What follows belongs to an exercise in optimizing a design on an open flow for small area and a short achievable clock period; a production flow would make more cautious choices.
Only simulation tests tie the RTL to the original design; equivalence was not proved.
Power figures rest on the tool's default switching activity, not on a simulated workload.

==> inputs of trial 50 <==
==> flow/design.v <==
package vstore_pkg;
    localparam logic [31:0]   RST_WORD = 32'hbeefdead;
    localparam logic [1023:0] RST_REP  = {32{RST_WORD}};
    function automatic logic [31:0] ptr_age(
        input logic [31:0] ptr,
        input logic [31:0] base,
        input int unsigned w
    );
        ptr_age = (ptr - base) & ((32'd1 << w) - 32'd1);
    endfunction
endpackage
module vstore_fwd
#(
    parameter int DEPTH  = 8,
    parameter int ADDR_W = 16,
    parameter int BE_W   = 4,
    parameter int IDX_W  = $clog2(DEPTH)
) (
    input  logic                     ld_en,
    input  logic [ADDR_W-1:0]        ld_addr,
    input  logic [BE_W-1:0]          ld_be,
    input  logic [IDX_W:0]           ld_tail,
    input  logic [IDX_W:0]           head,
    input  logic [DEPTH-1:0]         filled,
    input  logic [DEPTH*ADDR_W-1:0]  e_addr,
    input  logic [DEPTH*BE_W-1:0]    e_be,
    input  logic [DEPTH*BE_W*8-1:0]  e_data,
    output logic [BE_W-1:0]          ld_hit_be,
    output logic [BE_W*8-1:0]        ld_data,
    output logic                     ld_stall
);
    localparam int DW = BE_W * 8;
    logic [31:0]      span;
    logic [IDX_W-1:0] idx;
    logic             stall;
    always_comb begin
        ld_hit_be = '0;
        ld_data   = '0;
        stall     = 1'b0;
        idx       = '0;
        span      = vstore_pkg::ptr_age(32'(ld_tail), 32'(head), IDX_W + 1);
        for (int k = 0; k < DEPTH; k++) begin
            idx = head[IDX_W-1:0] + IDX_W'(k);
            if (32'(k) < span) begin
                if (!filled[idx])
                    stall = 1'b1;
                if (e_addr[idx*ADDR_W +: ADDR_W] == ld_addr) begin
                    for (int b = 0; b < BE_W; b++) begin
                        if (e_be[idx*BE_W + b] && ld_be[b]) begin
                            ld_hit_be[b]     = 1'b1;
                            ld_data[b*8 +: 8] = e_data[idx*DW + b*8 +: 8];
                        end
                    end
                end
            end
        end
        if (!ld_en || stall) begin
            ld_hit_be = '0;
            ld_data   = '0;
        end
        ld_stall = ld_en && stall;
    end
endmodule
module vstore_buf
#(
    parameter int DEPTH  = 8,
    parameter int ADDR_W = 16,
    parameter int DATA_W = 32,
    parameter int BE_W   = DATA_W / 8,
    parameter int IDX_W  = $clog2(DEPTH)
) (
    input  logic              clk,
    input  logic              nrst,
    input  logic              flush,
    input  logic              alloc_en,
    output logic              alloc_ready,
    output logic [IDX_W-1:0]  alloc_idx,
    output logic [IDX_W:0]    tail_ptr,
    input  logic              fill_en,
    input  logic [IDX_W-1:0]  fill_idx,
    input  logic [ADDR_W-1:0] fill_addr,
    input  logic [BE_W-1:0]   fill_be,
    input  logic [DATA_W-1:0] fill_data,
    input  logic              commit_en,
    output logic              commit_err,
    input  logic              ld_en,
    input  logic [ADDR_W-1:0] ld_addr,
    input  logic [BE_W-1:0]   ld_be,
    input  logic [IDX_W:0]    ld_tail,
    output logic [BE_W-1:0]   ld_hit_be,
    output logic [DATA_W-1:0] ld_data,
    output logic              ld_stall,
    output logic              mem_req,
    output logic [ADDR_W-1:0] mem_addr,
    output logic [BE_W-1:0]   mem_be,
    output logic [DATA_W-1:0] mem_data,
    input  logic              mem_ack,
    output logic              empty,
    output logic [IDX_W:0]    count
);
    localparam logic [DATA_W-1:0] RST_D = vstore_pkg::RST_REP[DATA_W-1:0];
    logic [IDX_W:0]           head, cmt, tail, cmt_nx;
    logic [DEPTH-1:0]         filled;
    logic [DEPTH*ADDR_W-1:0]  e_addr;
    logic [DEPTH*BE_W-1:0]    e_be;
    logic [DEPTH*DATA_W-1:0]  e_data;
    logic                     full, alloc_fire, fill_ok;
    logic                     commit_ok, drain;
    logic [IDX_W-1:0]         head_i, cmt_i, tail_i;
    assign head_i = head[IDX_W-1:0];
    assign cmt_i  = cmt[IDX_W-1:0];
    assign tail_i = tail[IDX_W-1:0];
    always_comb begin
        count       = tail - head;
        full        = (count == (IDX_W+1)'(DEPTH));
        empty       = (count == '0);
        alloc_ready = !full;
        alloc_idx   = tail_i;
        tail_ptr    = tail;
        alloc_fire  = alloc_en && !full && !flush;
        fill_ok     = fill_en && !flush &&
                      (vstore_pkg::ptr_age(32'(fill_idx), 32'(cmt_i), IDX_W) <
                       vstore_pkg::ptr_age(32'(tail), 32'(cmt), IDX_W + 1));
        commit_ok   = commit_en && (cmt != tail) && filled[cmt_i];
        cmt_nx      = cmt + (IDX_W+1)'(commit_ok);
        mem_req     = (head != cmt);
        drain       = mem_req && mem_ack;
        mem_addr    = '0;
        mem_be      = '0;
        mem_data    = '0;
        if (mem_req) begin
            mem_addr = e_addr[head_i*ADDR_W +: ADDR_W];
            mem_be   = e_be[head_i*BE_W +: BE_W];
            mem_data = e_data[head_i*DATA_W +: DATA_W];
        end
    end
    always_ff @(posedge clk or negedge nrst) begin
        if (!nrst) begin
            head       <= '0;
            cmt        <= '0;
            tail       <= '0;
            commit_err <= 1'b0;
        end else begin
            head       <= head + (IDX_W+1)'(drain);
            cmt        <= cmt_nx;
            tail       <= flush ? cmt_nx : tail + (IDX_W+1)'(alloc_fire);
            commit_err <= commit_en && !commit_ok;
        end
    end
    always_ff @(posedge clk or negedge nrst) begin
        if (!nrst) begin
            filled <= '0;
            e_addr <= '0;
            e_be   <= '0;
            e_data <= {DEPTH{RST_D}};
        end else begin
            if (alloc_fire)
                filled[tail_i] <= 1'b0;
            if (fill_ok) begin
                filled[fill_idx]                  <= 1'b1;
                e_addr[fill_idx*ADDR_W +: ADDR_W] <= fill_addr;
                e_be[fill_idx*BE_W +: BE_W]       <= fill_be;
                e_data[fill_idx*DATA_W +: DATA_W] <= fill_data;
            end
        end
    end
    vstore_fwd #(
        .DEPTH  (DEPTH),
        .ADDR_W (ADDR_W),
        .BE_W   (BE_W),
        .IDX_W  (IDX_W)
    ) u_fwd (
        .ld_en     (ld_en),
        .ld_addr   (ld_addr),
        .ld_be     (ld_be),
        .ld_tail   (ld_tail),
        .head      (head),
        .filled    (filled),
        .e_addr    (e_addr),
        .e_be      (e_be),
        .e_data    (e_data),
        .ld_hit_be (ld_hit_be),
        .ld_data   (ld_data),
        .ld_stall  (ld_stall)
    );
endmodule
==> flow/run.sh <==
#!/bin/bash
# synth_recipe.tcl (not shown) runs the flow's synth.tcl, then flattens the netlist and writes it again
# the make line also repeats each setting of config.mk as NAME=value (left out here)
make -C /OpenROAD-flow-scripts/flow DESIGN_CONFIG=/design/flow/config.mk WORK_HOME=/design/flow/orfs CLKGATE_MAP_FILE= SYNTH_SCRIPT=/design/flow/synth_recipe.tcl finish
==> flow/config.mk <==
export PLATFORM = sky130hd
export DESIGN_NAME = vstore_buf
export DESIGN_NICKNAME = vstore_buf
export VERILOG_FILES = /design/flow/design.v
export SDC_FILE = /design/flow/constraint.sdc
export NUM_CORES = 4
export LEC_CHECK = 0
export CAP_MARGIN = 20
export CORE_MARGIN = 2
export CORE_UTILIZATION = 40
export SLEW_MARGIN = 20
==> flow/constraint.sdc <==
create_clock -name core_clock -period 9.0 [get_ports {clk}]
set_input_delay 1.8000 -clock core_clock [delete_from_list [all_inputs] [get_ports {clk}]]
set_output_delay 1.8000 -clock core_clock [all_outputs]
set_load 0.01 [all_outputs]
==> inputs of build 33, as changes to trial 50 <==
==> flow/design.v, changed modules only <==
module vstore_fwd
#(
    parameter int DEPTH  = 8,
    parameter int ADDR_W = 16,
    parameter int BE_W   = 4,
    parameter int IDX_W  = $clog2(DEPTH)
) (
    input  logic                        ld_en,
    input  logic [ADDR_W-1:0]           ld_addr,
    input  logic [BE_W-1:0]             ld_be,
    input  logic [IDX_W:0]              ld_tail,
    input  logic [IDX_W:0]              head,
    input  logic [DEPTH-1:0]            filled,
    input  logic [DEPTH-1:0][ADDR_W-1:0] e_addr,
    input  logic [DEPTH-1:0][BE_W-1:0]   e_be,
    input  logic [DEPTH-1:0][BE_W*8-1:0] e_data,
    output logic [BE_W-1:0]             ld_hit_be,
    output logic [BE_W*8-1:0]           ld_data,
    output logic                        ld_stall
);
    logic [DEPTH-1:0] ge_h, inwin, eq;
    logic [DEPTH-1:0] yng [DEPTH];
    logic [IDX_W:0]   span;
    logic             stall, ok;
    always_comb begin
        span = ld_tail - head;
        for (int i = 0; i < DEPTH; i++) begin
            ge_h[i]  = IDX_W'(i) >= head[IDX_W-1:0];
            inwin[i] = span[IDX_W] ||
                       (IDX_W'(IDX_W'(i) - head[IDX_W-1:0]) < span[IDX_W-1:0]);
            eq[i]    = e_addr[i] == ld_addr;
        end
        for (int i = 0; i < DEPTH; i++)
            for (int j = 0; j < DEPTH; j++)
                if (j > i)      yng[i][j] = !(ge_h[j] && !ge_h[i]);
                else if (j < i) yng[i][j] = ge_h[i] && !ge_h[j];
                else            yng[i][j] = 1'b0;
        stall = |(inwin & ~filled);
        ok    = ld_en && !stall;
        ld_stall = ld_en && stall;
    end
    for (genvar b = 0; b < BE_W; b++) begin : g_byte
        logic [DEPTH-1:0] m, sel;
        logic [7:0]       d;
        always_comb begin
            d = '0;
            for (int i = 0; i < DEPTH; i++)
                m[i] = eq[i] && inwin[i] && e_be[i][b];
            for (int i = 0; i < DEPTH; i++) begin
                sel[i] = m[i] && !(|(m & yng[i]));
                d = d | ({8{sel[i]}} & e_data[i][b*8 +: 8]);
            end
            ld_hit_be[b]      = ok && ld_be[b] && (|m);
            ld_data[b*8 +: 8] = {8{ok && ld_be[b]}} & d;
        end
    end
endmodule
module vstore_buf
#(
    parameter int DEPTH  = 8,
    parameter int ADDR_W = 16,
    parameter int DATA_W = 32,
    parameter int BE_W   = DATA_W / 8,
    parameter int IDX_W  = $clog2(DEPTH)
) (
    input  logic              clk,
    input  logic              nrst,
    input  logic              flush,
    input  logic              alloc_en,
    output logic              alloc_ready,
    output logic [IDX_W-1:0]  alloc_idx,
    output logic [IDX_W:0]    tail_ptr,
    input  logic              fill_en,
    input  logic [IDX_W-1:0]  fill_idx,
    input  logic [ADDR_W-1:0] fill_addr,
    input  logic [BE_W-1:0]   fill_be,
    input  logic [DATA_W-1:0] fill_data,
    input  logic              commit_en,
    output logic              commit_err,
    input  logic              ld_en,
    input  logic [ADDR_W-1:0] ld_addr,
    input  logic [BE_W-1:0]   ld_be,
    input  logic [IDX_W:0]    ld_tail,
    output logic [BE_W-1:0]   ld_hit_be,
    output logic [DATA_W-1:0] ld_data,
    output logic              ld_stall,
    output logic              mem_req,
    output logic [ADDR_W-1:0] mem_addr,
    output logic [BE_W-1:0]   mem_be,
    output logic [DATA_W-1:0] mem_data,
    input  logic              mem_ack,
    output logic              empty,
    output logic [IDX_W:0]    count
);
    logic [IDX_W:0]                head, cmt, tail, cmt_nx, ucnt;
    logic [DEPTH-1:0]              filled, we, hsel;
    logic [DEPTH-1:0][ADDR_W-1:0]  e_addr;
    logic [DEPTH-1:0][BE_W-1:0]    e_be;
    logic [DEPTH-1:0][DATA_W-1:0]  e_data;
    logic                          full, alloc_fire, fill_go;
    logic                          commit_ok, drain;
    logic [IDX_W-1:0]              head_i, cmt_i, tail_i;
    assign head_i = head[IDX_W-1:0];
    assign cmt_i  = cmt[IDX_W-1:0];
    assign tail_i = tail[IDX_W-1:0];
    always_comb begin
        count       = tail - head;
        full        = count[IDX_W];
        empty       = (count == '0);
        alloc_ready = !full;
        alloc_idx   = tail_i;
        tail_ptr    = tail;
        alloc_fire  = alloc_en && !full && !flush;
        ucnt        = tail - cmt;
        fill_go     = fill_en && !flush && (IDX_W+1)'(IDX_W'(fill_idx - cmt_i)) < ucnt;
        for (int i = 0; i < DEPTH; i++)
            we[i] = fill_go && (fill_idx == IDX_W'(i));
        commit_ok   = commit_en && (cmt != tail) && filled[cmt_i];
        cmt_nx      = cmt + (IDX_W+1)'(commit_ok);
        mem_req     = (head != cmt);
        drain       = mem_req && mem_ack;
        for (int i = 0; i < DEPTH; i++)
            hsel[i] = mem_req && (head_i == IDX_W'(i));
        mem_addr    = '0;
        mem_be      = '0;
        mem_data    = '0;
        for (int i = 0; i < DEPTH; i++) begin
            mem_addr = mem_addr | ({ADDR_W{hsel[i]}} & e_addr[i]);
            mem_be   = mem_be   | ({BE_W{hsel[i]}}   & e_be[i]);
            mem_data = mem_data | ({DATA_W{hsel[i]}} & e_data[i]);
        end
    end
    always_ff @(posedge clk or negedge nrst) begin
        if (!nrst) begin
            head       <= '0;
            cmt        <= '0;
            tail       <= '0;
            commit_err <= 1'b0;
        end else begin
            head       <= head + (IDX_W+1)'(drain);
            cmt        <= cmt_nx;
            tail       <= flush ? cmt_nx : tail + (IDX_W+1)'(alloc_fire);
            commit_err <= commit_en && !commit_ok;
        end
    end
    always_ff @(posedge clk or negedge nrst) begin
        if (!nrst) begin
            filled <= '0;
        end else begin
            for (int i = 0; i < DEPTH; i++) begin
                if (alloc_fire && tail_i == IDX_W'(i))
                    filled[i] <= 1'b0;
                if (we[i])
                    filled[i] <= 1'b1;
            end
        end
    end
    always_ff @(posedge clk) begin
        for (int i = 0; i < DEPTH; i++) begin
            if (we[i]) begin
                e_addr[i] <= fill_addr;
                e_be[i]   <= fill_be;
                e_data[i] <= fill_data;
            end
        end
    end
    vstore_fwd #(
        .DEPTH  (DEPTH),
        .ADDR_W (ADDR_W),
        .BE_W   (BE_W),
        .IDX_W  (IDX_W)
    ) u_fwd (
        .ld_en     (ld_en),
        .ld_addr   (ld_addr),
        .ld_be     (ld_be),
        .ld_tail   (ld_tail),
        .head      (head),
        .filled    (filled),
        .e_addr    (e_addr),
        .e_be      (e_be),
        .e_data    (e_data),
        .ld_hit_be (ld_hit_be),
        .ld_data   (ld_data),
        .ld_stall  (ld_stall)
    );
endmodule
==> comparison <==
- Between build 33 and trial 50, the lower synthesized cell count is in build 33 (gap 53%, measured against trial 50).
- Flip-flop and latch count is the same in build 33 and trial 50.
- Setup slack: trial 50 is higher than build 33 (0.036 ns).
- Against build 33, the sequential share of layout area of trial 50 is lower by 23 points.
- Sequential power: build 33 is smaller than trial 50 (42%).
- In trial 50 the cell area is higher than in build 33, by about 64%.
- Between trial 50 and build 33, the lower core utilization is in trial 50 (gap 3.0 points).
- Against trial 50, the critical path depth of build 33 is higher by 1.
- First-iteration DRC count: trial 50 is higher than build 33 (about 50%).

[what the ideal ports hide]
No port has a modelled driver above. Below, the same layouts with a new extraction and two added sets of constraints. Step 1 sets driving cells, clkbuf_16 on the clock port and buf_2 on the other inputs (assumed; they add their load-dependent delay and slew). Step 2 moves the port delays by t, midway between the first and last clock arrival at a register: inputs arrive t later, outputs are due t later. That takes back most of the time a late clock gives input paths. Three values: ideal ports, drivers, drivers and shift; two values: the first two.
run | t (ns) | slack for setup (ns) | hold WS [ns]
trial 50 | 0.697 | 0.376 / 0.307 / 0.468 | 0.499 / 0.499 / 0.499
build 33 | 0.637 | 0.340 / 0.310 / 0.310 | 0.578 / 0.578 / 0.578
After both steps every run listed still meets setup and hold. The setup slack of build 33, which loses most, moves by -0.030 ns with the drivers and by -0.030 ns with both steps.
